What follows belongs to an exercise in optimizing a design on an open flow for small area; a production flow would make more cautious choices. Where RTL was checked, it was by simulation tests only, not by an equivalence proof against the original. For run 6, only the layout was checked, not whether the RTL still works. Power and IR drop assume default switching activity.

==> flow/config.mk <==
export PLATFORM = sky130hd
export DESIGN_NAME = iob_gpio_in
export DESIGN_NICKNAME = iob_gpio_in
export VERILOG_FILES = /design/flow/design.v
export SDC_FILE = /design/flow/constraint.sdc
export NUM_CORES = 4
export LEC_CHECK = 0
export ABC_AREA = 1
export CAP_MARGIN = 20
export CORE_MARGIN = 2
export CORE_UTILIZATION = 60
export SLEW_MARGIN = 20
==> flow/constraint.sdc <==
create_clock -name core_clock -period 10.0 [get_ports {clk}]
set_input_delay 2.0000 -clock core_clock [delete_from_list [all_inputs] [get_ports {clk}]]
set_output_delay 2.0000 -clock core_clock [all_outputs]
set_load 0.01 [all_outputs]
==> flow/design.v <==
package iob_gpio_in_pkg;
  localparam int unsigned DEB_W_DEF = 16;
  localparam logic [31:0] ADDR_RAW     = 32'd0;
  localparam logic [31:0] ADDR_DEB     = 32'd1;
  localparam logic [31:0] ADDR_RISE_EN = 32'd2;
  localparam logic [31:0] ADDR_FALL_EN = 32'd3;
  localparam logic [31:0] ADDR_PENDING = 32'd4;
  localparam logic [31:0] ADDR_DEB_TH  = 32'd5;
  localparam logic [31:0] EN_RST      = 32'h0000_0000;
  localparam logic [31:0] PENDING_RST = 32'h0000_0000;
  localparam logic [31:0] DEB_TH_RST  = 32'h0000_0000;
endpackage
module iob_gpio_in_deb #(
  parameter int DEB_W = 16
) (
  input  logic             clk,
  input  logic             rst,
  input  logic             pin,
  input  logic [DEB_W-1:0] th,
  output logic             raw,
  output logic             deb,
  output logic             flip
);
  logic             sync1_q, sync2_q;
  logic             deb_q;
  logic [DEB_W-1:0] cnt_q;
  logic             mis, ge;
  assign mis  = sync2_q ^ deb_q;
  logic [DEB_W-1:0] g, k, cnt_d;
  assign g[0] = cnt_q[0] | ~th[0];
  for (genvar i = 1; i < DEB_W; i++) begin : g_cmp
    assign g[i] = (cnt_q[i] & ~th[i]) | ((cnt_q[i] | ~th[i]) & g[i-1]);
  end
  assign ge = g[DEB_W-1];
  assign k[0] = mis & ~ge;
  for (genvar i = 1; i < DEB_W; i++) begin : g_inc
    assign k[i] = k[i-1] & cnt_q[i-1];
  end
  assign cnt_d = ({DEB_W{k[0]}} & cnt_q) ^ k;
  assign flip = mis & ge;
  always_ff @(posedge clk or posedge rst) begin
    if (rst) begin
      sync1_q <= 1'b0;
      sync2_q <= 1'b0;
      deb_q   <= 1'b0;
    end else begin
      sync1_q <= pin;
      sync2_q <= sync1_q;
      deb_q   <= deb_q ^ flip;
    end
  end
  always_ff @(posedge clk) begin
    cnt_q <= cnt_d;
  end
  assign raw = sync2_q;
  assign deb = deb_q;
endmodule
module iob_gpio_in #(
  parameter int GPIO_W = 32,
  parameter int DATA_W = 32,
  parameter int ADDR_W = 3,
  parameter int DEB_W  = iob_gpio_in_pkg::DEB_W_DEF
) (
  input  logic              clk,
  input  logic              rst,
  input  logic              valid,
  input  logic [ADDR_W-1:0] address,
  input  logic [DATA_W-1:0] wdata,
  input  logic [DATA_W/8-1:0] wstrb,
  output logic [DATA_W-1:0] rdata,
  output logic              ready,
  input  logic [GPIO_W-1:0] gpio_input,
  output logic              gpio_irq
);
  logic [GPIO_W-1:0] raw, deb, flip;
  logic [DATA_W-1:0] wmask;
  logic              ready_q;
  logic [DATA_W-1:0] rdata_q, rdata_d;
  logic [GPIO_W-1:0] rise_en_q, fall_en_q, pending_q, pending_d;
  logic [DEB_W-1:0]  deb_th_q;
  logic              irq_q;
  logic              req, wr, rd;
  logic              we_rise, we_fall, we_th, we_pend;
  genvar gi;
  generate
    for (gi = 0; gi < GPIO_W; gi++) begin : g_pin
      iob_gpio_in_deb #(.DEB_W(DEB_W)) u_deb (
        .clk  (clk),
        .rst  (rst),
        .pin  (gpio_input[gi]),
        .th   (deb_th_q),
        .raw  (raw[gi]),
        .deb  (deb[gi]),
        .flip (flip[gi])
      );
    end
    for (gi = 0; gi < DATA_W/8; gi++) begin : g_lane
      assign wmask[8*gi +: 8] = {8{wstrb[gi]}};
    end
  endgenerate
  assign req     = valid & ~ready_q;
  assign wr      = req & (|wstrb);
  assign rd      = req & ~(|wstrb);
  assign we_rise = wr & (address == 3'd2);
  assign we_fall = wr & (address == 3'd3);
  assign we_pend = wr & (address == 3'd4);
  assign we_th   = wr & (address == 3'd5);
  assign pending_d = (pending_q & ~({GPIO_W{we_pend}} & wdata & wmask))
                   | (flip & ((deb & fall_en_q) | (~deb & rise_en_q)));
  always_comb begin
    rdata_d = '0;
    if (rd) begin
      case (address)
        3'd0: rdata_d = raw;
        3'd1: rdata_d = deb;
        3'd2: rdata_d = rise_en_q;
        3'd3: rdata_d = fall_en_q;
        3'd4: rdata_d = pending_q;
        3'd5: rdata_d = DATA_W'(deb_th_q);
        default: rdata_d = '0;
      endcase
    end
  end
  always_ff @(posedge clk or posedge rst) begin
    if (rst) begin
      ready_q   <= 1'b0;
      rdata_q   <= '0;
      rise_en_q <= '0;
      fall_en_q <= '0;
      pending_q <= '0;
      deb_th_q  <= '0;
      irq_q     <= 1'b0;
    end else begin
      ready_q   <= req;
      rdata_q   <= rdata_d;
      for (int i = 0; i < GPIO_W; i++) begin
        if (we_rise & wstrb[i/8]) rise_en_q[i] <= wdata[i];
        if (we_fall & wstrb[i/8]) fall_en_q[i] <= wdata[i];
      end
      for (int i = 0; i < DEB_W; i++)
        if (we_th & wstrb[i/8]) deb_th_q[i] <= wdata[i];
      pending_q <= pending_d;
      irq_q     <= |pending_d;
    end
  end
  assign ready    = ready_q;
  assign rdata    = rdata_q;
  assign gpio_irq = irq_q;
endmodule
==> flow/run.sh <==
#!/bin/bash
# synth_recipe.tcl (not shown) runs the flow's synth.tcl, then flattens the netlist and writes it again
# the make line also repeats each setting of config.mk as NAME=value (left out here)
make -C /OpenROAD-flow-scripts/flow DESIGN_CONFIG=/design/flow/config.mk WORK_HOME=/design/flow/orfs CLKGATE_MAP_FILE= SYNTH_SCRIPT=/design/flow/synth_recipe.tcl finish
==> impl_metrics.toml, run 1 <==
[synth]
syn_inst = 5242
syn_area_sq_mm = 0.0374
synth_seq_cells = 754
syn_nets = 5316
synth_seq_area_share_pct = 43.6
synth_ff_type = "dfxtp_1"
synth_edf_count = 0
async_flop_share_pct = 32.1
synth_cell_type_count = 53
ys_warn_count = 2
syn_area_per_cell_sq_um = 7.14

[routing]
drcViolationCount = 0
post_drt_wl_per_cell_um = 18.2
drtIter0Drc = 3174
vias = 34587
routed_wirelength_um = 113000
drt-vias-per-instance = 5.54
first_pass_iters = 8
ant_nets = 0

[sta]
finalCritPeriodShare_pct = 49.2
finalMaxSlewViolations = 0
fmax_mhz = 203
hold-worst-slack_ns = 0.346
fin_crit_ns = 4.92
fin_skew_ns = 0.0204
timing_hold_violations_final = 0
max_slew_margin_pct = 27.5
setup_tns_ns = 0
rsz0062_at_grt = "false"
setup_viol = 0
worstMarginPinSlew_ns = 1.09

[setup_path]
cpMostUsedCell = "nand2_1"
critPathKind = "reg -> reg"
end_kind = "register"
crit_path_max_incr_delay_ns = 0.57
crit_fanout = 45
cp.arrival_ns = 5.48
worst_ep_required_time_ns = 10.57
setup.worst_path.start_class = "register"
crit_path_top_delay_cell = "dfrtp_1"

[grt]
gr-total-overflow = 0
grt_first_pass_wirelength_um = 173000
grt_antenna_before_repair = 3
track_usage_pct = 34.9
grt_max_degree = 135
grt_pass1_vias = 30940

[layout]
fin_area_sq_mm = 0.0421
fillers = 5439
fin_nets = 5408
final_layout_size_suffix_gt1_share_pct = 6.17
utilization_pct = 68.1
area_growth_pct = 12.4

[placement]
place.gp.congestion = 0.903
post_dp_cell_area_sq_mm = 0.0393
io_buffer_count = 107
dp_hpwl_um = 73200

[clock_tree]
ctsResizeCount = 0
insertion_delay_ns = 0.63
clock_path_buffers = 3
cts.sink_count = 754
cts-hold-fix-buffers = 0
post_cts_buffers = 0
cts_tree = "done"
htree_levels = 3
cts_root_buf = "clkbuf_16"
cts_made_buffers = 81
clk_pin_slew_ns = 0.06

[pwr]
ir_drop_mv = 0.172
cellPowerDensity_mw_per_mm2 = 222
leakage_nw = 17.9

[die]
die_h_um = 254
core_sq_mm = 0.0617
placementRows = 91
die_x_um = 254
die_area_sq_mm = 0.0644
start_util_pct = 60.6
io_pins = 108

[outcome]
status = "no timing/DRC/antenna violations"

[job]
cap_violations = 0

[min_path]
worstHoldPathType = "reg -> reg"
[worst max-delay path: cells and delay by family, from the launching register on]
family                 cells  cell delay (ns)
DFF                        1             0.57
and+or+nand+nor           24             2.57
buffers and inverters      5             1.06
AOI/OAI and AO/OA          5             0.61
[state kept, by name, indices dropped and copies added, names as in the netlist, named ones only]
signal and flops:
rdata_q 32, pending_q 32, ready_q 1, fall_en_q 32
deb_th_q 16, irq_q 1, g_pin.u_deb.cnt_q 512, g_pin.u_deb.sync2_q 32
rise_en_q 32, g_pin.u_deb.sync1_q 32
[synth_stat cells (13+ instances only)]
master	count	area share, %
a21oi_1	204	2.7
a221oi_1	17	0.40
a31oi_1	27	0.45
buf_1	30	0.30
buf_2	20	0.27
clkbuf_1	82	0.82
dfrtp_1	242	16
dfxtp_1	512	27
inv_1	883	8.9
nand2_1	1260	13
nand3_1	160	2.1
nand3b_1	15	0.30
nand4_1	117	2.0
nor2_1	537	5.4
nor2_2	56	0.94
nor3_1	51	0.68
nor3_2	33	0.88
nor4_1	16	0.27
o21ai_0	268	3.6
o21ai_1	65	0.87
o221ai_1	13	0.30
o22ai_1	305	5.1
o31ai_1	18	0.36
xor2_1	161	3.8
[through the flow]
step	worst slack, ns	instances	total power [W]
after floorplan	1.36	5242	0.00531
after global placement	5.01	6088	0.00617
after detailed placement	4.85	6088	0.00621
after CTS	5.15	6238	0.00933
after global routing	4.70	6239	0.00977
final	5.08	6239	0.00934
[metal layers]
metal	vias up	GRT usage (%)	wire length [um]
li1	17165	-	-
met1	15907	46.0	47000
met2	1251	56.7	52000
met3	262	6.35	9530
met4	2	14.1	4760
met5	-	0	14
[cell families after synthesis]
kind of cell | share of synthesized area, %
muxes | 0.181
and+or+nand+nor | 26.3
xor gates and xnor gates | 3.84
buffers and inverters | 10.7
DFF | 43.6
AOI/OAI and AO/OA | 15.4
[power by group]
part	switching (W)	internal, W	total [W]
clock	0.00126	0.00187	0.00313
sequential	0.000346	0.00338	0.00373
combinational	0.00177	0.000710	0.00248
total	0.00338	0.00596	0.00934
[layout by cell type, fill, tap and decap left out, types with 36 or more instances in the layout]
| cell | synthesis | routed |
|---|---|---|
| nor3_1 | 51 | 48 |
| inv_1 | 883 | 878 |
| a21oi_1 | 204 | 204 |
| clkdlybuf4s50_1 | 0 | 107 |
| o21ai_0 | 268 | 268 |
| dfrtp_1 | 242 | 234 |
| xor2_1 | 161 | 161 |
| nor2_2 | 56 | 56 |
| buf_4 | 2 | 42 |
| nor2_1 | 537 | 537 |
| dfxtp_1 | 512 | 512 |
| nand2_1 | 1260 | 1260 |
| nand3_1 | 160 | 160 |
| nor3_2 | 33 | 36 |
| nand4_1 | 117 | 117 |
| clkbuf_16 | 0 | 85 |
| o21ai_1 | 65 | 65 |
| o22ai_1 | 305 | 305 |
[area by class of cell]
| type | count | area, sq um | area share (%) |
|---|---|---|---|
| Timing Repair Buffer | 149 | 1390 | 3.30 |
| Clock buffer | 123 | 2480 | 5.90 |
| Inverter | 902 | 3390 | 8.07 |
| Antenna cell | 1 | 2.50 | 0.00595 |
| Tap cell | 837 | 1050 | 2.49 |
| Sequential cell | 754 | 16300 | 38.8 |
| Clock inverter | 27 | 303 | 0.720 |
| Multi-Input combinational cell | 3446 | 17100 | 40.7 |
[path summary, 6_finish.rpt]
| check | end | startpoint | slack, ns | depth (start not counted) |
|---|---|---|---|---|
| worst max-delay path | g_pin[14].u_deb.cnt_q[14] | deb_th_q[1] | 5.08 | 34 |
| max in group asynchronous | deb_th_q[10] | rst | 6.65 | 3 |
| min in group asynchronous | g_pin[23].u_deb.sync1_q | rst | 1.97 | 2 |
| worst min register to register | g_pin[4].u_deb.sync2_q | g_pin[4].u_deb.sync1_q | 0.35 | 0 |
| worst max register to register | g_pin[14].u_deb.cnt_q[14] | deb_th_q[1] | 5.08 | 34 |
| worst min-delay path | g_pin[4].u_deb.sync2_q | g_pin[4].u_deb.sync1_q | 0.35 | 0 |
==> run 2, diff against run 1 <==
==> flow/flow/run.sh (new file) <==
#!/bin/bash
# Own layout flow: the standard synthesis, then the combinational logic
# (everything but the flip-flops and tie cells) is re-mapped by ABC with an
# area-oriented script; the flip-flops keep their cells and names. The rest
# is the standard layout flow. Each tool writes its output to its own log.
set -euo pipefail
W=$(pwd)
F=$W/flow
LIB=$FLOW_HOME/platforms/sky130hd/lib/sky130_fd_sc_hd__tt_025C_1v80.lib
R=$W/orfs/results/sky130hd/iob_gpio_in/base
YOSYS=$FLOW_HOME/../tools/install/yosys/bin/yosys
[[ -x $YOSYS ]] || YOSYS=yosys

bash standard.sh synth > $W/standard_synth.log 2>&1
cp $R/1_2_yosys.v $W/1_2_yosys_std.v
sed -e "s|@LIB@|$LIB|g" -e "s|@IN@|$W/1_2_yosys_std.v|" -e "s|@OUT@|$W/1_2_yosys_remap.v|" \
    -e "s|@SCRIPT@|$F/abc_area.script|" -e "s|@CONSTR@|$F/abc.constr|" $F/remap.ys > $W/remap.ys
$YOSYS -s $W/remap.ys > $W/remap.log 2>&1
cp $W/1_2_yosys_remap.v $R/1_2_yosys.v
rm -f $R/1_synth.odb $R/1_synth.sdc
export CTS_ARGS="-sink_clustering_enable -repair_clock_nets -dont_use_dummy_load -sink_clustering_size 20 -sink_clustering_max_diameter 50 -buf_list sky130_fd_sc_hd__clkbuf_8"
bash standard.sh finish > $W/standard_finish.log 2>&1
==> flow/flow/abc.constr (new file) <==
set_driving_cell sky130_fd_sc_hd__buf_1
set_load 5
==> flow/flow/abc_area.script (new file) <==
strash; &get -n; &dch -f; &nf -R 1000; &put; topo; stime -c
==> flow/flow/remap.ys (new file) <==
# Re-map the standard synthesis's combinational cells; flip-flops and tie
# cells stay as they are (black boxes), so their instances keep their names.
read_liberty -overwrite -ignore_miss_func @LIB@
read_verilog @IN@
hierarchy -top iob_gpio_in
blackbox sky130_fd_sc_hd__df* sky130_fd_sc_hd__conb*
flatten
rename -hide w:_*
opt_clean
stat
abc -script @SCRIPT@ -liberty @LIB@ -dont_use *lpflow* -dont_use *probe_p* -dont_use *probec_p* -constr @CONSTR@ -D 10000
opt_clean
stat -liberty @LIB@
write_verilog -noattr -nohex -nodec @OUT@
==> flow/standard.sh (new file) <==
#!/bin/bash
# synth_recipe.tcl (not shown) runs the flow's synth.tcl, then flattens the netlist and writes it again
# the make line also repeats each setting of config.mk as NAME=value (left out here)
make -C /OpenROAD-flow-scripts/flow DESIGN_CONFIG=/design/flow/config.mk WORK_HOME=/design/flow/orfs CLKGATE_MAP_FILE= SYNTH_SCRIPT=/design/flow/synth_recipe.tcl "${@:-finish}"
removed: flow/run.sh
==> run 2 against run 1 <==
Still clean on timing, DRC and antenna. Register-to-register slack got worse by 1.9 ns. Die area is 13% lower. Area after synthesis shrank 13%. Largest cell class is now registers.
==> impl_metrics.toml, run 2 <==
[outcome]
status = "no timing/DRC/antenna violations"

[clock_tree]
clock_path_buffers = 3
clk_pin_slew_ns = 0.12
post_cts_buffers = 0
cts_root_buf = "clkbuf_8"
htree_levels = 3
cts.sink_count = 754
cts_made_buffers = 74
cts-hold-fix-buffers = 0
insertion_delay_ns = 0.69
cts_tree = "done"
ctsResizeCount = 0

[setup_path]
path_delay_family = "simple AND/OR/NAND/NOR gates"
worstSetupStartpoint = "deb_th_q[0]"
path_buf_inv = 2
cp.arrival_ns = 7.44
worst_ep_required_time_ns = 10.57
crit_path_max_incr_delay_ns = 0.78
end_kind = "register"
r2r-start = "deb_th_q[0]"
crit_path_top_delay_cell = "nor2_1"
critPathKind = "reg -> reg"
crit_fanout = 29
setup.worst_path.start_class = "register"

[layout]
final_cell_mix = "dfxtp_1, nand2_1, a21oi_1"
fin_nets = 3779
layout_commonest_cell = "dfxtp_1"
utilization_pct = 66.9
area_growth_pct = 10.7
regMostFlops = "g_pin.u_deb.cnt_q"
final_layout_size_suffix_gt1_share_pct = 4.19
fin_area_sq_mm = 0.0359
antennaDiodeCount = 0
largest_register_ffs = 512

[die]
io_pins = 108
start_util_pct = 60.4
die_area_sq_mm = 0.0560
core_sq_mm = 0.0537
placementRows = 85
die_x_um = 237
die_h_um = 237

[routing]
drtIter0Drc = 3286
routed_wirelength_um = 101000
ant_nets = 0
first_pass_iters = 10
post_drt_wl_per_cell_um = 23.0
drt-vias-per-instance = 6.61
vias = 29074
drcViolationCount = 0

[sta]
finalMaxSlewViolations = 0
timing_hold_violations_final = 0
fmax_mhz = 146
finalCritPeriodShare_pct = 68.6
hold-worst-slack_ns = 0.323
max_slew_margin_pct = 18.9
fin_crit_ns = 6.86
setup_viol = 0
fin_skew_ns = 0.0682
rsz0062_at_grt = "false"
post-route-worst-setup-slack_ns = 3.14
setup_tns_ns = 0
worstMarginPinSlew_ns = 1.21

[min_path]
worstHoldPathType = "reg -> reg"
hp-start = "g_pin[16].u_deb.sync1_q"

[grt]
grt_max_degree = 125
grt_pass1_vias = 27350
grt_antenna_before_repair = 6
gr-total-overflow = 0
track_usage_pct = 35.5
grt_first_pass_wirelength_um = 153000

[synth]
syn_inst = 3465
syn_area_sq_mm = 0.0325
syn_area_per_cell_sq_um = 9.37
syn_nets = 3539
ys_warn_count = 2

[pwr]
leakage_nw = 12.9
ir_drop_mv = 0.113
cellPowerDensity_mw_per_mm2 = 162

[job]
cap_violations = 0

[placement]
place.gp.congestion = 0.893
pre_cts_ws_ns = 3.33
post_dp_cell_area_sq_mm = 0.0349
dp_hpwl_um = 64300
io_buffer_count = 107
[run 2: cell count changes in the layout (fill, tap and decap cells not counted), sizes merged, moves of 112 or more]
cell | before | now
a22oi | 12 | 173
nand3 | 172 | 53
o22ai | 306 | 179
clkinv | 27 | 139
a21oi | 204 | 333
nor2 | 595 | 248
inv | 895 | 16
nand2 | 1262 | 423
o21ai | 333 | 216
[run 2: per-layer routing]
| metal | GRT usage (%) | part of all wire [%] | up-vias |
|---|---|---|---|
| met2 | 54.0 | 43 | 1360 |
| met1 | 46.6 | 40 | 13858 |
| met5 | 0 | 0.013 | - |
| met3 | 8.82 | 11 | 360 |
| li1 | - | - | 13494 |
| met4 | 19.7 | 6.1 | 2 |
[run 2: final timing paths]
kind	slack [ns]	cells after the start	to
hold reg to reg	0.32	0	g_pin[16].u_deb.sync2_q
setup / recovery	3.14	26	g_pin[26].u_deb.cnt_q[14]
max in group asynchronous	6.85	3	g_pin[23].u_deb.sync1_q
hold / removal	0.32	0	g_pin[16].u_deb.sync2_q
setup reg to reg	3.14	26	g_pin[26].u_deb.cnt_q[14]
min in group asynchronous	1.87	2	async pin
[run 2: where the power goes]
group          switching, W  internal (W)  leakage [nW]
Clock              0.000990      0.000661         0.532
Sequential         0.000122       0.00314          7.19
Combinational      0.000689      0.000232          5.15
Total               0.00180       0.00403          12.9
[run 2: per-stage QoR]
step / std cells / total power, W
after detailed placement: 4324 / 0.00421
after CTS: 4398 / 0.00583
after floorplan: 3465 / 0.00372
after global routing: 4399 / 0.00602
after global placement: 4324 / 0.00418
final: 4399 / 0.00583
[run 2: cell type report]
cell class | instances | area, sq um
Fill cell | 4258 | 17800
Sequential cell | 754 | 16300
Multi-Input combinational cell | 2556 | 15600
Timing Repair Buffer | 164 | 1530
Clock buffer | 74 | 1020
Tap cell | 696 | 871
Inverter | 155 | 589
==> run 3, diff against run 2 <==
--- a/flow/design.v
+++ b/flow/design.v
@@ -36,7 +36,7 @@
   for (genvar i = 1; i < DEB_W; i++) begin : g_inc
     assign k[i] = k[i-1] & cnt_q[i-1];
   end
-  assign cnt_d = ({DEB_W{k[0]}} & cnt_q) ^ k;
+  assign cnt_d = {DEB_W{k[0]}} & (cnt_q ^ k);
   assign flip = mis & ge;
   always_ff @(posedge clk or posedge rst) begin
     if (rst) begin
--- a/flow/flow/run.sh
+++ b/flow/flow/run.sh
@@ -18,5 +18,7 @@
 $YOSYS -s $W/remap.ys > $W/remap.log 2>&1
 cp $W/1_2_yosys_remap.v $R/1_2_yosys.v
 rm -f $R/1_synth.odb $R/1_synth.sdc
-export CTS_ARGS="-sink_clustering_enable -repair_clock_nets -dont_use_dummy_load -sink_clustering_size 20 -sink_clustering_max_diameter 50 -buf_list sky130_fd_sc_hd__clkbuf_8"
+export CTS_ARGS="-sink_clustering_enable -repair_clock_nets -dont_use_dummy_load -sink_clustering_size 30 -sink_clustering_max_diameter 80 -buf_list sky130_fd_sc_hd__clkbuf_16"
+# Port buffers: the smallest buffer is enough for these loads.
+export BUFFER_PORTS_ARGS="-buffer_cell sky130_fd_sc_hd__buf_1"
 bash standard.sh finish > $W/standard_finish.log 2>&1
--- a/flow/config.mk
+++ b/flow/config.mk
@@ -6,7 +6,7 @@
 export NUM_CORES = 4
 export LEC_CHECK = 0
 export ABC_AREA = 1
-export CAP_MARGIN = 20
+export CAP_MARGIN = 5
 export CORE_MARGIN = 2
 export CORE_UTILIZATION = 60
-export SLEW_MARGIN = 20
+export SLEW_MARGIN = 5
==> run 3 against run 2 <==
Total power decreased by 2.8%. Via count fell by 1.3%. Combinational power shrank about 10%. Worst setup slack better by 0.29 ns. Fmax increased by 4.4%. Critical endpoint is now g_pin[31].u_deb.cnt_q[14]. Sequential power hardly changed. Routed wire length is 7.5% lower. Global-route usage fell by 2.0 points. Area after synthesis fell by 2.4%.
==> impl_metrics.toml, run 3 <==
[die]
die_h_um = 234
die_x_um = 234
die_area_sq_mm = 0.0547
start_util_pct = 60.5
io_pins = 108
core_sq_mm = 0.0523
placementRows = 84

[synth]
syn_area_sq_mm = 0.0317
syn_area_per_cell_sq_um = 9.23
syn_inst = 3432
ys_warn_count = 2
syn_nets = 3506

[sta]
finalCritPeriodShare_pct = 65.7
fin_crit_ns = 6.57
timing_hold_violations_final = 0
fin_skew_ns = 0.0447
max_slew_margin_pct = 26.7
setup_viol = 0
post-route-worst-setup-slack_ns = 3.43
rsz0062_at_grt = "false"
worstMarginPinSlew_ns = 1.09
finalMaxSlewViolations = 0
fmax_mhz = 152
setup_tns_ns = 0

[pwr]
cellPowerDensity_mw_per_mm2 = 166
leakage_nw = 13.0
ir_drop_mv = 0.168
p_total_w = 0.00567

[grt]
grt_max_degree = 105
grt_first_pass_wirelength_um = 144000
grt_pass1_vias = 26434
gr-total-overflow = 0
track_usage_pct = 33.6
grt_antenna_before_repair = 9

[min_path]
hp-start = "g_pin[18].u_deb.sync1_q"
hold_depth = 0
hold-path-endpoint = "g_pin[18].u_deb.sync2_q"
worstHoldPathType = "reg -> reg"

[routing]
routed_wirelength_um = 93400
first_pass_iters = 9
vias = 28694
ant_nets = 0
drt-vias-per-instance = 6.67
post_drt_wl_per_cell_um = 21.7
drcViolationCount = 0
drtIter0Drc = 3096

[outcome]
status = "no timing/DRC/antenna violations"

[setup_path]
end_kind = "register"
crit_fanout = 20
worst_r2r_path_depth = 30
worst_ep_required_time_ns = 10.52
critPathKind = "reg -> reg"
crit_path_top_delay_cell = "dfrtp_1"
path_delay_family = "compound AO/OA/AOI/OAI gates"
setup.worst_path.start_class = "register"
r2r-start = "deb_th_q[2]"
r2r-end = "g_pin[31].u_deb.cnt_q[14]"
crit_path_max_incr_delay_ns = 0.53
path_buf_inv = 3
cpMostUsedCell = "a21oi_1"
r2r_slack_ns = 3.43
cp.arrival_ns = 7.09

[layout]
final_layout_size_suffix_gt1_share_pct = 2.68
layout_commonest_cell = "dfxtp_1"
area_growth_pct = 7.94
final_cell_mix = "dfxtp_1, o21ai_0, a21oi_1"
fillers = 4252
fin_nets = 3691
fin_cells = 4305
regMostFlops = "g_pin.u_deb.cnt_q"
largest_register_ffs = 512

[placement]
dp_hpwl_um = 59600
place.gp.congestion = 0.882
place_inst = 4267
io_buffer_count = 107
pre_cts_ws_ns = 3.61

[clock_tree]
htree_levels = 2
cts-hold-fix-buffers = 0
cts_root_buf = "clkbuf_16"
ctsResizeCount = 0
clk_pin_slew_ns = 0.11
insertion_delay_ns = 0.60
cts.sink_count = 754
cts_tree = "done"
post_cts_buffers = 0
cts_made_buffers = 36
clock_path_buffers = 3

[job]
cap_violations = 0
==> run 3: how the worst max path moves through the flow <==
| stage | end | startpoint | cells after the start | slack, ns |
|---|---|---|---|---|
| 2_1_floorplan | irq_q | address[0] | 7 | 3.17 |
| 3_3_place_gp | g_pin[7].u_deb.cnt_q[14] | deb_th_q[0] | 28 | 3.74 |
| 3_5_place_dp | g_pin[7].u_deb.cnt_q[14] | deb_th_q[0] | 28 | 3.61 |
| 4_1_cts | g_pin[31].u_deb.cnt_q[14] | deb_th_q[2] | 30 | 3.54 |
| 5_1_grt | g_pin[31].u_deb.cnt_q[14] | deb_th_q[2] | 30 | 2.93 |
| 6_report | g_pin[31].u_deb.cnt_q[14] | deb_th_q[2] | 30 | 3.43 |
==> run 3: stage by stage <==
| stage | hold slack [ns] | cell area [sq um] | utilization (%) |
|---|---|---|---|
| 4_1_cts | 0.350 | 34200 | 65.3 |
| 5_1_grt | 0.361 | 34200 | 65.3 |
| 3_3_place_gp | 0.332 | 33300 | 63.6 |
| 2_1_floorplan | 0.331 | 31700 | - |
| 3_5_place_dp | 0.335 | 33300 | 63.6 |
| 6_report | 0.346 | 34200 | 65.4 |
==> run 3: metal layers <==
metal	part of all wire, %	track usage, %
met5	0.041	0
met4	3.7	12.6
met3	9.4	5.90
met2	45	53.8
met1	42	45.7
==> run 3: final cells by class <==
| cell class | count | area [sq um] | share of cell area [%] |
|---|---|---|---|
| Tap cell | 688 | 861 | 2.52 |
| Timing Repair Buffer | 147 | 714 | 2.09 |
| Multi-Input combinational cell | 2587 | 15100 | 44.1 |
| Antenna cell | 2 | 5.00 | 0.0146 |
| Inverter | 91 | 349 | 1.02 |
| Clock buffer | 36 | 901 | 2.63 |
| Sequential cell | 754 | 16300 | 47.7 |
==> run 3: power breakdown <==
part	switching, W	internal, W	total, W
Combinational	0.000628	0.000199	0.000826
Clock	0.000935	0.000649	0.00158
Sequential	0.000115	0.00314	0.00326
==> run 3: worst reg2reg max path, delay by kind of cell, from the launching register on <==
family	cells	cell delay, ns
compound gates	16	2.92
buf+inv	3	0.91
flops	1	0.53
simple gates	11	2.14
==> run 4, diff against run 3 <==
--- a/flow/flow/run.sh
+++ b/flow/flow/run.sh
@@ -18,7 +18,7 @@
 $YOSYS -s $W/remap.ys > $W/remap.log 2>&1
 cp $W/1_2_yosys_remap.v $R/1_2_yosys.v
 rm -f $R/1_synth.odb $R/1_synth.sdc
-export CTS_ARGS="-sink_clustering_enable -repair_clock_nets -dont_use_dummy_load -sink_clustering_size 30 -sink_clustering_max_diameter 80 -buf_list sky130_fd_sc_hd__clkbuf_16"
+export CTS_ARGS="-sink_clustering_enable -repair_clock_nets -dont_use_dummy_load -sink_clustering_size 16 -sink_clustering_max_diameter 60 -buf_list sky130_fd_sc_hd__clkbuf_8"
 # Port buffers: the smallest buffer is enough for these loads.
 export BUFFER_PORTS_ARGS="-buffer_cell sky130_fd_sc_hd__buf_1"
 bash standard.sh finish > $W/standard_finish.log 2>&1
--- a/flow/config.mk
+++ b/flow/config.mk
@@ -6,7 +6,7 @@
 export NUM_CORES = 4
 export LEC_CHECK = 0
 export ABC_AREA = 1
-export CAP_MARGIN = 5
+export CAP_MARGIN = 20
 export CORE_MARGIN = 2
 export CORE_UTILIZATION = 60
-export SLEW_MARGIN = 5
+export SLEW_MARGIN = 20
==> run 4 against run 3 <==
Area after synthesis stayed put. Synthesized cell count stayed put. Flip-flop and latch count stayed put. Total power is 2.5% lower. Critical path depth is 2 lower. Fmax is 0.11% lower. Core utilization is 0.26 points lower. Global-route usage is 0.18 points higher. Critical endpoint is now g_pin[7].u_deb.cnt_q[14]. Largest power group unchanged.
==> impl_metrics.toml, run 4 <==
[outcome]
status = "no timing/DRC/antenna violations"

[sta]
fin_skew_ns = 0.0320
rsz0062_at_grt = "false"
setup_tns_ns = 0
finalMaxSlewViolations = 0
fin_crit_ns = 6.58
timing_hold_violations_final = 0
worstMarginPinSlew_ns = 1.02
hold-worst-slack_ns = 0.335
setup_viol = 0
fmax_mhz = 152
finalCritPeriodShare_pct = 65.8
max_slew_margin_pct = 31.9

[grt]
grt_max_degree = 105
track_usage_pct = 33.7
grt_first_pass_wirelength_um = 144000
grt_antenna_before_repair = 9
grt_pass1_vias = 26581
gr-total-overflow = 0

[clock_tree]
post_cts_buffers = 0
insertion_delay_ns = 0.71
ctsResizeCount = 0
htree_levels = 2
cts_root_buf = "clkbuf_8"
cts.sink_count = 754
cts_made_buffers = 55
clock_path_buffers = 3
cts-hold-fix-buffers = 0
cts_tree = "done"
clk_pin_slew_ns = 0.10

[setup_path]
worstSetupPathDepth = 28
r2r-end = "g_pin[7].u_deb.cnt_q[14]"
crit_fanout = 15
path_delay_family = "compound AO/OA/AOI/OAI gates"
worstSetupStartpoint = "deb_th_q[0]"
r2r_slack_ns = 3.42
endpoint = "g_pin[7].u_deb.cnt_q[14]"
crit_path_top_delay_cell = "clkinv_1"
crit_path_max_incr_delay_ns = 0.79
cp.arrival_ns = 7.22
r2r-start = "deb_th_q[0]"
worst_ep_required_time_ns = 10.64
critPathKind = "reg -> reg"
path_buf_inv = 2
worst_r2r_path_depth = 28
setup.worst_path.start_class = "register"
cpMostUsedCell = "and3_1"
end_kind = "register"

[layout]
largest_register_ffs = 512
fin_nets = 3710
final_cell_mix = "dfxtp_1, o21ai_0, a21oi_1"
fin_cells = 4327
regMostFlops = "g_pin.u_deb.cnt_q"
area_growth_pct = 7.51
final_layout_size_suffix_gt1_share_pct = 3.19
fin_area_sq_mm = 0.0341
layout_commonest_cell = "dfxtp_1"

[pwr]
p_switching_w = 0.00169
swShare_pct = 30.7
leakage_nw = 13.0
ir_drop_mv = 0.115
cellPowerDensity_mw_per_mm2 = 162
intPower_w = 0.00383
seqPwrFrac_pct = 59.0
power_frac_clock_pct = 26.1
pwr-share-comb_pct = 15.0
p_total_w = 0.00553

[die]
io_pins = 108
die_area_sq_mm = 0.0547
core_sq_mm = 0.0523
placementRows = 84
start_util_pct = 60.5
die_h_um = 234
die_x_um = 234

[placement]
place.gp.congestion = 0.882
dp_hpwl_um = 59600
io_buffer_count = 107
post_dp_cell_area_sq_mm = 0.0333
place_inst = 4267

[synth]
syn_area_sq_mm = 0.0317
syn_area_per_cell_sq_um = 9.23
ys_warn_count = 2
syn_nets = 3506
syn_inst = 3432

[routing]
drt-met1-wl_um = 39800
ant_nets = 0
first_pass_iters = 9
top_layer_used = "met5"
wl_met3_um = 8450
drcViolationCount = 0
post_drt_wl_per_cell_um = 21.7
drtIter0Drc = 2857
wl_met2_um = 42100
routed_wirelength_um = 94000
drt-vias-per-instance = 6.67
vias = 28848

[job]
cap_violations = 0

[min_path]
worstHoldPathType = "reg -> reg"
run 4: per-stage QoR:
stage / setup slack, ns / utilization, %
global route: 2.92 / 65.1
detailed placement: 3.61 / 63.6
finish: 3.42 / 65.1
floorplan: 3.17 / -
global placement: 3.74 / 63.6
CTS: 3.52 / 65.1
run 4: power by group through the flow:
stage	logic (W)	clock network (W)	registers [W]
floorplan	0.000434	0	0.00329
global placement	0.000783	0	0.00331
detailed placement	0.000805	0	0.00332
CTS	0.000805	0.00147	0.00325
global route	0.000870	0.00157	0.00327
finish	0.000828	0.00144	0.00326
run 4: worst reg2reg max path, delay by kind of cell (launching register included):
family	cells	cell delay [ns]
compound gates	16	2.68
simple gates	10	2.44
buf+inv	2	1.04
flops	1	0.36
run 4: how the worst min path moves through the flow:
stage,from,to,slack [ns],cells after the start
6_report,g_pin[18].u_deb.sync1_q,g_pin[18].u_deb.sync2_q,0.34,0
5_1_grt,g_pin[18].u_deb.sync1_q,g_pin[18].u_deb.sync2_q,0.35,0
4_1_cts,g_pin[18].u_deb.sync1_q,g_pin[18].u_deb.sync2_q,0.34,0
3_5_place_dp,g_pin[17].u_deb.sync1_q,g_pin[17].u_deb.sync2_q,0.33,0
3_3_place_gp,g_pin[23].u_deb.sync1_q,g_pin[23].u_deb.sync2_q,0.33,0
2_1_floorplan,g_pin[0].u_deb.sync1_q,g_pin[0].u_deb.sync2_q,0.33,0
run 4: layout make-up:
cell class,instances,area (sq um)
Fill cell,4286,18300
Sequential cell,754,16300
Tap cell,688,861
Clock buffer,55,757
Multi-Input combinational cell,2587,15100
Timing Repair Buffer,147,714
Inverter,91,349
Antenna cell,5,12.5
run 4: per-layer routing:
metal,track usage [%],vias to the layer above
met5,0,-
met1,45.7,13957
met2,53.9,1231
met3,6.23,238
met4,13.0,6
li1,-,13416
==> run 5, diff against run 4 <==
--- a/flow/config.mk
+++ b/flow/config.mk
@@ -8,5 +8,5 @@
 export ABC_AREA = 1
 export CAP_MARGIN = 20
 export CORE_MARGIN = 2
-export CORE_UTILIZATION = 60
+export CORE_UTILIZATION = 70
 export SLEW_MARGIN = 20
==> run 5 against run 4 <==
Still clean on timing, DRC and antenna. Combinational power down 1%. Via count grew 1.2%. Area after synthesis did not move. Sequential share of layout area rose by 0.25 points. Cell area decreased by 0.52%. Cell count shrank 2.4%. Register-to-register slack lost 0.31 ns. Critical path depth is the same. Fmax down 4.5%. Largest power group unchanged.
==> impl_metrics.toml, run 5 <==
[layout]
final_cell_mix = "dfxtp_1, o21ai_0, a21oi_1"
final_layout_size_suffix_gt1_share_pct = 3.11
fillers = 3225
area_growth_pct = 6.96
regMostFlops = "g_pin.u_deb.cnt_q"
fin_nets = 3706
layout_commonest_cell = "dfxtp_1"
fin_cells = 4223
largest_register_ffs = 512

[setup_path]
crit_path_max_incr_delay_ns = 0.73
crit_fanout = 35
cp.arrival_ns = 7.54
crit_path_top_delay_cell = "clkinv_1"
end_kind = "register"
worstSetupStartpoint = "deb_th_q[1]"
r2r-start = "deb_th_q[1]"
worst_ep_required_time_ns = 10.65
critPathKind = "reg -> reg"
setup.worst_path.start_class = "register"
cpMostUsedCell = "and3_1"

[synth]
syn_area_sq_mm = 0.0317
syn_nets = 3506
ys_warn_count = 2
syn_area_per_cell_sq_um = 9.23
syn_inst = 3432

[sta]
timing_hold_violations_final = 0
max_slew_margin_pct = 28.8
worstMarginPinSlew_ns = 1.06
setup_tns_ns = 0
finalMaxSlewViolations = 0
fin_skew_ns = 0.0433
fmax_mhz = 145
rsz0062_at_grt = "false"
setup_viol = 0
finalCritPeriodShare_pct = 68.9
fin_crit_ns = 6.89

[die]
core_sq_mm = 0.0444
io_pins = 108
placementRows = 77
die_area_sq_mm = 0.0470
start_util_pct = 71.3
die_x_um = 217
die_h_um = 217

[routing]
drt-met1-wl_um = 35300
ant_nets = 0
drcViolationCount = 0
routed_wirelength_um = 91400
wl_met3_um = 9610
wl_met2_um = 41300
first_pass_iters = 7
post_drt_wl_per_cell_um = 21.6
top_layer_used = "met5"
vias = 29182
drtIter0Drc = 3329
drt-vias-per-instance = 6.91

[clock_tree]
cts_made_buffers = 54
post_cts_buffers = 0
insertion_delay_ns = 0.71
clk_pin_slew_ns = 0.10
ctsResizeCount = 0
cts_tree = "done"
cts.sink_count = 754
clock_path_buffers = 3
htree_levels = 2
cts_root_buf = "clkbuf_8"
cts-hold-fix-buffers = 0

[placement]
dp_hpwl_um = 57800
place_inst = 4168
place.gp.congestion = 0.853
io_buffer_count = 107

[grt]
grt_pass1_vias = 27587
grt_max_degree = 111
track_usage_pct = 38.1
gr-total-overflow = 0
grt_first_pass_wirelength_um = 143000
grt_antenna_before_repair = 4

[pwr]
ir_drop_mv = 0.154
leakage_nw = 13.0
cellPowerDensity_mw_per_mm2 = 162

[job]
cap_violations = 0

[outcome]
status = "no timing/DRC/antenna violations"

[min_path]
worstHoldPathType = "reg -> reg"
hp-start = "g_pin[22].u_deb.sync1_q"
==> run 5: per-stage QoR <==
step	cell area [sq um]	worst slack (ns)	utilization [%]	hold WS (ns)	power (W)
3_5_place_dp	33100	3.33	74.6	0.335	0.00411
3_3_place_gp	33100	3.56	74.6	0.332	0.00407
6_report	33900	3.11	76.3	0.350	0.00549
5_1_grt	33900	2.59	76.3	0.365	0.00565
2_1_floorplan	31700	3.17	-	0.331	0.00372
4_1_cts	33900	3.28	76.3	0.356	0.00547
==> run 5: final cells by class <==
type	instances	area [sq um]	share of cell area (%)
clock buffers	54	743	2.19
flip-flops and latches	754	16300	48.1
diodes	1	2.50	0.00738
multi-input cells	2587	15100	44.5
well taps	592	741	2.19
inverters	91	349	1.03
repair buffers	144	679	2.00
==> run 5: worst paths after layout <==
check                                             to  slack (ns)  cells after the start
min                          g_pin[22].u_deb.sync2_q        0.35                      0
max in group asynchronous    g_pin[24].u_deb.sync1_q        6.99                      3
max                        g_pin[20].u_deb.cnt_q[14]        3.11                     28
min reg2reg                  g_pin[22].u_deb.sync2_q        0.35                      0
max reg2reg                g_pin[20].u_deb.cnt_q[14]        3.11                     28
min in group asynchronous     g_pin[4].u_deb.sync1_q        1.40                      2
==> run 5: worst max-delay path: cells and delay by family (launching register included) <==
kind	cells	cell delay (ns)
AOI/OAI and AO/OA	14	2.22
buffers and inverters	4	1.92
DFF	1	0.34
and+or+nand+nor	10	2.33
==> run 5: per-layer routing <==
| layer | vias up | track usage [%] |
|---|---|---|
| met3 | 359 | 7.18 |
| li1 | 13420 | - |
| met2 | 1481 | 61.3 |
| met5 | - | 0 |
| met4 | 6 | 21.1 |
| met1 | 13916 | 49.0 |
==> run 5: where the power goes <==
part,total (W),internal [W],switching [W]
clock,0.00141,0.000483,0.000932
sequential,0.00326,0.00314,0.000116
combinational,0.000818,0.000195,0.000622
total,0.00549,0.00382,0.00167
==> run 6, diff against run 5 <==
--- a/flow/design.v
+++ b/flow/design.v
@@ -107,20 +107,16 @@
   assign we_th   = wr & (address == 3'd5);
   assign pending_d = (pending_q & ~({GPIO_W{we_pend}} & wdata & wmask))
                    | (flip & ((deb & fall_en_q) | (~deb & rise_en_q)));
-  always_comb begin
-    rdata_d = '0;
-    if (rd) begin
-      case (address)
-        3'd0: rdata_d = raw;
-        3'd1: rdata_d = deb;
-        3'd2: rdata_d = rise_en_q;
-        3'd3: rdata_d = fall_en_q;
-        3'd4: rdata_d = pending_q;
-        3'd5: rdata_d = DATA_W'(deb_th_q);
-        default: rdata_d = '0;
-      endcase
-    end
+  logic [5:0] rsel;
+  for (genvar a = 0; a < 6; a++) begin : g_rsel
+    assign rsel[a] = rd & (address == 3'(a));
   end
+  assign rdata_d = ({DATA_W{rsel[0]}} & raw)
+                 | ({DATA_W{rsel[1]}} & deb)
+                 | ({DATA_W{rsel[2]}} & rise_en_q)
+                 | ({DATA_W{rsel[3]}} & fall_en_q)
+                 | ({DATA_W{rsel[4]}} & pending_q)
+                 | ({DATA_W{rsel[5]}} & DATA_W'(deb_th_q));
   always_ff @(posedge clk or posedge rst) begin
     if (rst) begin
       ready_q   <= 1'b0;
--- a/flow/config.mk
+++ b/flow/config.mk
@@ -8,5 +8,5 @@
 export ABC_AREA = 1
 export CAP_MARGIN = 20
 export CORE_MARGIN = 2
-export CORE_UTILIZATION = 70
+export CORE_UTILIZATION = 60
 export SLEW_MARGIN = 20
==> run 6 against run 5 <==
Non-clock buffer count grew 4. Critical path depth is 1 lower. Still clean. Largest power group unchanged. First-iteration DRC count decreased by 14%. Critical path type unchanged. Routed wire length increased by 0.28%. Critical endpoint is now g_pin[22].u_deb.cnt_q[15].
==> impl_metrics.toml, run 6 <==
[routing]
routed_wirelength_um = 91600
drt-vias-per-instance = 6.59
drcViolationCount = 0
drtIter0Drc = 2878
post_drt_wl_per_cell_um = 21.3
ant_nets = 0
first_pass_iters = 9
vias = 28370

[die]
core_sq_mm = 0.0523
placementRows = 84
die_area_sq_mm = 0.0546
io_pins = 108
die_h_um = 234
die_x_um = 234
start_util_pct = 60.5

[clock_tree]
cts-hold-fix-buffers = 0
clk_pin_slew_ns = 0.10
cts_made_buffers = 55
cts_tree = "done"
clock_path_buffers = 3
post_cts_buffers = 0
cts.sink_count = 754
cts_root_buf = "clkbuf_8"
htree_levels = 2
insertion_delay_ns = 0.74
ctsResizeCount = 0

[grt]
grt_antenna_before_repair = 3
grt_max_degree = 103
track_usage_pct = 32.9
grt_first_pass_wirelength_um = 140000
gr-total-overflow = 0
grt_pass1_vias = 25666

[placement]
place.gp.congestion = 0.880
dp_hpwl_um = 58900
io_buffer_count = 107

[layout]
area_growth_pct = 7.55
fin_nets = 3694
utilization_pct = 65.1
layout_commonest_cell = "dfxtp_1"
largest_register_ffs = 512
final_cell_mix = "dfxtp_1, o21ai_0, a21oi_1"
final_layout_size_suffix_gt1_share_pct = 3.26
regMostFlops = "g_pin.u_deb.cnt_q"

[sta]
max_slew_margin_pct = 34.6
finalMaxSlewViolations = 0
fin_skew_ns = 0.0728
rsz0062_at_grt = "false"
setup_viol = 0
fmax_mhz = 145
timing_hold_violations_final = 0
hold-worst-slack_ns = 0.352
worstMarginPinSlew_ns = 0.980
fin_crit_ns = 6.91
finalCritPeriodShare_pct = 69.1
setup_tns_ns = 0

[setup_path]
cp.arrival_ns = 7.47
endpoint = "g_pin[22].u_deb.cnt_q[15]"
setup.worst_path.start_class = "register"
worst_ep_required_time_ns = 10.56
r2r-end = "g_pin[22].u_deb.cnt_q[15]"
worstSetupStartpoint = "deb_th_q[5]"
worst_r2r_path_depth = 27
r2r_slack_ns = 3.09
end_kind = "register"
critPathKind = "reg -> reg"
r2r-start = "deb_th_q[5]"
crit_fanout = 35

[outcome]
status = "no timing/DRC/antenna violations"

[synth]
syn_nets = 3489
syn_area_sq_mm = 0.0317
syn_inst = 3415
syn_area_per_cell_sq_um = 9.27
ys_warn_count = 2

[pwr]
leakage_nw = 13.1
ir_drop_mv = 0.130
cellPowerDensity_mw_per_mm2 = 160

[min_path]
worstHoldPathType = "reg -> reg"

[job]
cap_violations = 0
==> run 6: final cells by class <==
type | instances | area (sq um)
diodes | 2 | 5.00
clock buffers | 55 | 757
fillers | 4324 | 18300
inverters | 82 | 315
multi-input cells | 2579 | 15100
flip-flops and latches | 754 | 16300
well taps | 688 | 861
repair buffers | 148 | 721
==> run 6: per-stage QoR <==
stage,power [W],cells,worst slack [ns],cell area [sq um]
after floorplan,0.00368,3415,3.57,31700
after global placement,0.00404,4249,3.44,33300
after detailed placement,0.00407,4251,3.23,33300
after CTS,0.00548,4306,3.17,34000
after global routing,0.00565,4307,2.63,34000
final,0.00546,4308,3.09,34000
==> run 6: routing by layer <==
layer  track usage [%]  wire, um
met5                 0        31
met4              13.7      3720
met2              51.6     41100
met3              4.49      7670
met1              45.8     39100
==> run 6: worst max-delay path, stage by stage (launching register included) <==
cell      delay, ns
dfrtp_1        0.65
inv_2          0.85
buf_4          0.48
o22ai_1        0.12
a21oi_1        0.14
a221oi_1       0.07
o21ai_0        0.21
a21oi_1        0.06
o21ai_0        0.17
o21ai_0        0.11
a21oi_1        0.14
a221o_1        0.12
o21ai_0        0.09
a21oi_1        0.17
a21o_1         0.15
o21bai_1       0.33
clkinv_1       0.47
and3_1         0.33
and2_0         0.23
and3_1         0.24
and2_0         0.22
and3_1         0.23
and2_0         0.23
and3_1         0.23
and2_0         0.21
and3_1         0.24
a21oi_1        0.16
nor2_1         0.06
==> run 6: how the worst min path moves through the flow <==
| stage | slack [ns] | end | start | cells past startpoint |
|---|---|---|---|---|
| 2_1_floorplan | 0.33 | g_pin[0].u_deb.sync2_q | g_pin[0].u_deb.sync1_q | 0 |
| 3_3_place_gp | 0.33 | g_pin[19].u_deb.sync2_q | g_pin[19].u_deb.sync1_q | 0 |
| 3_5_place_dp | 0.33 | g_pin[1].u_deb.sync2_q | g_pin[1].u_deb.sync1_q | 0 |
| 4_1_cts | 0.36 | g_pin[31].u_deb.sync2_q | g_pin[31].u_deb.sync1_q | 0 |
| 5_1_grt | 0.36 | g_pin[19].u_deb.sync2_q | g_pin[19].u_deb.sync1_q | 0 |
| 6_report | 0.35 | g_pin[31].u_deb.sync2_q | g_pin[31].u_deb.sync1_q | 0 |
==> run 6: report_power, final <==
group	leakage, nW	internal (W)	switching [W]
clock network	0.395	0.000491	0.000948
registers	7.21	0.00313	0.000114
logic	5.51	0.000178	0.000594
total	13.1	0.00380	0.00166

==> separate check: timing with driven ports <==
The results above use ideal ports. As a check the final layouts listed here were re-extracted and re-timed, cells and wires unchanged. Step 1, drivers: a clkbuf_16 drives clk and a buf_2 each remaining input, both assumed. Step 2 adds t to the input delays and takes it off the output delays; t is the mean of the earliest and latest rising clock arrival at the registers after step 1. Input paths then give back, and output paths get back, about the clock's delay inside the block. Three values: ideal, step 1, step 2; two values: the first two.
run	t, ns	setup WS [ns]	worst setup path at the end
run 1	0.684	5.083 / 5.083 / 4.659	input to register
run 2	0.722	3.137 / 3.137 / 3.137	register to register
run 3	0.633	3.428 / 3.428 / 3.428	register to register
run 4	0.750	3.421 / 3.421 / 3.421	register to register
run 5	0.746	3.108 / 3.108 / 3.108	register to register
run 6	0.762	3.089 / 3.089 / 3.089	register to register
After both steps setup and hold are still met in every run listed. For run 1, which loses most, drivers alone change the setup slack by 0.000 ns; drivers and shift together by -0.424 ns.
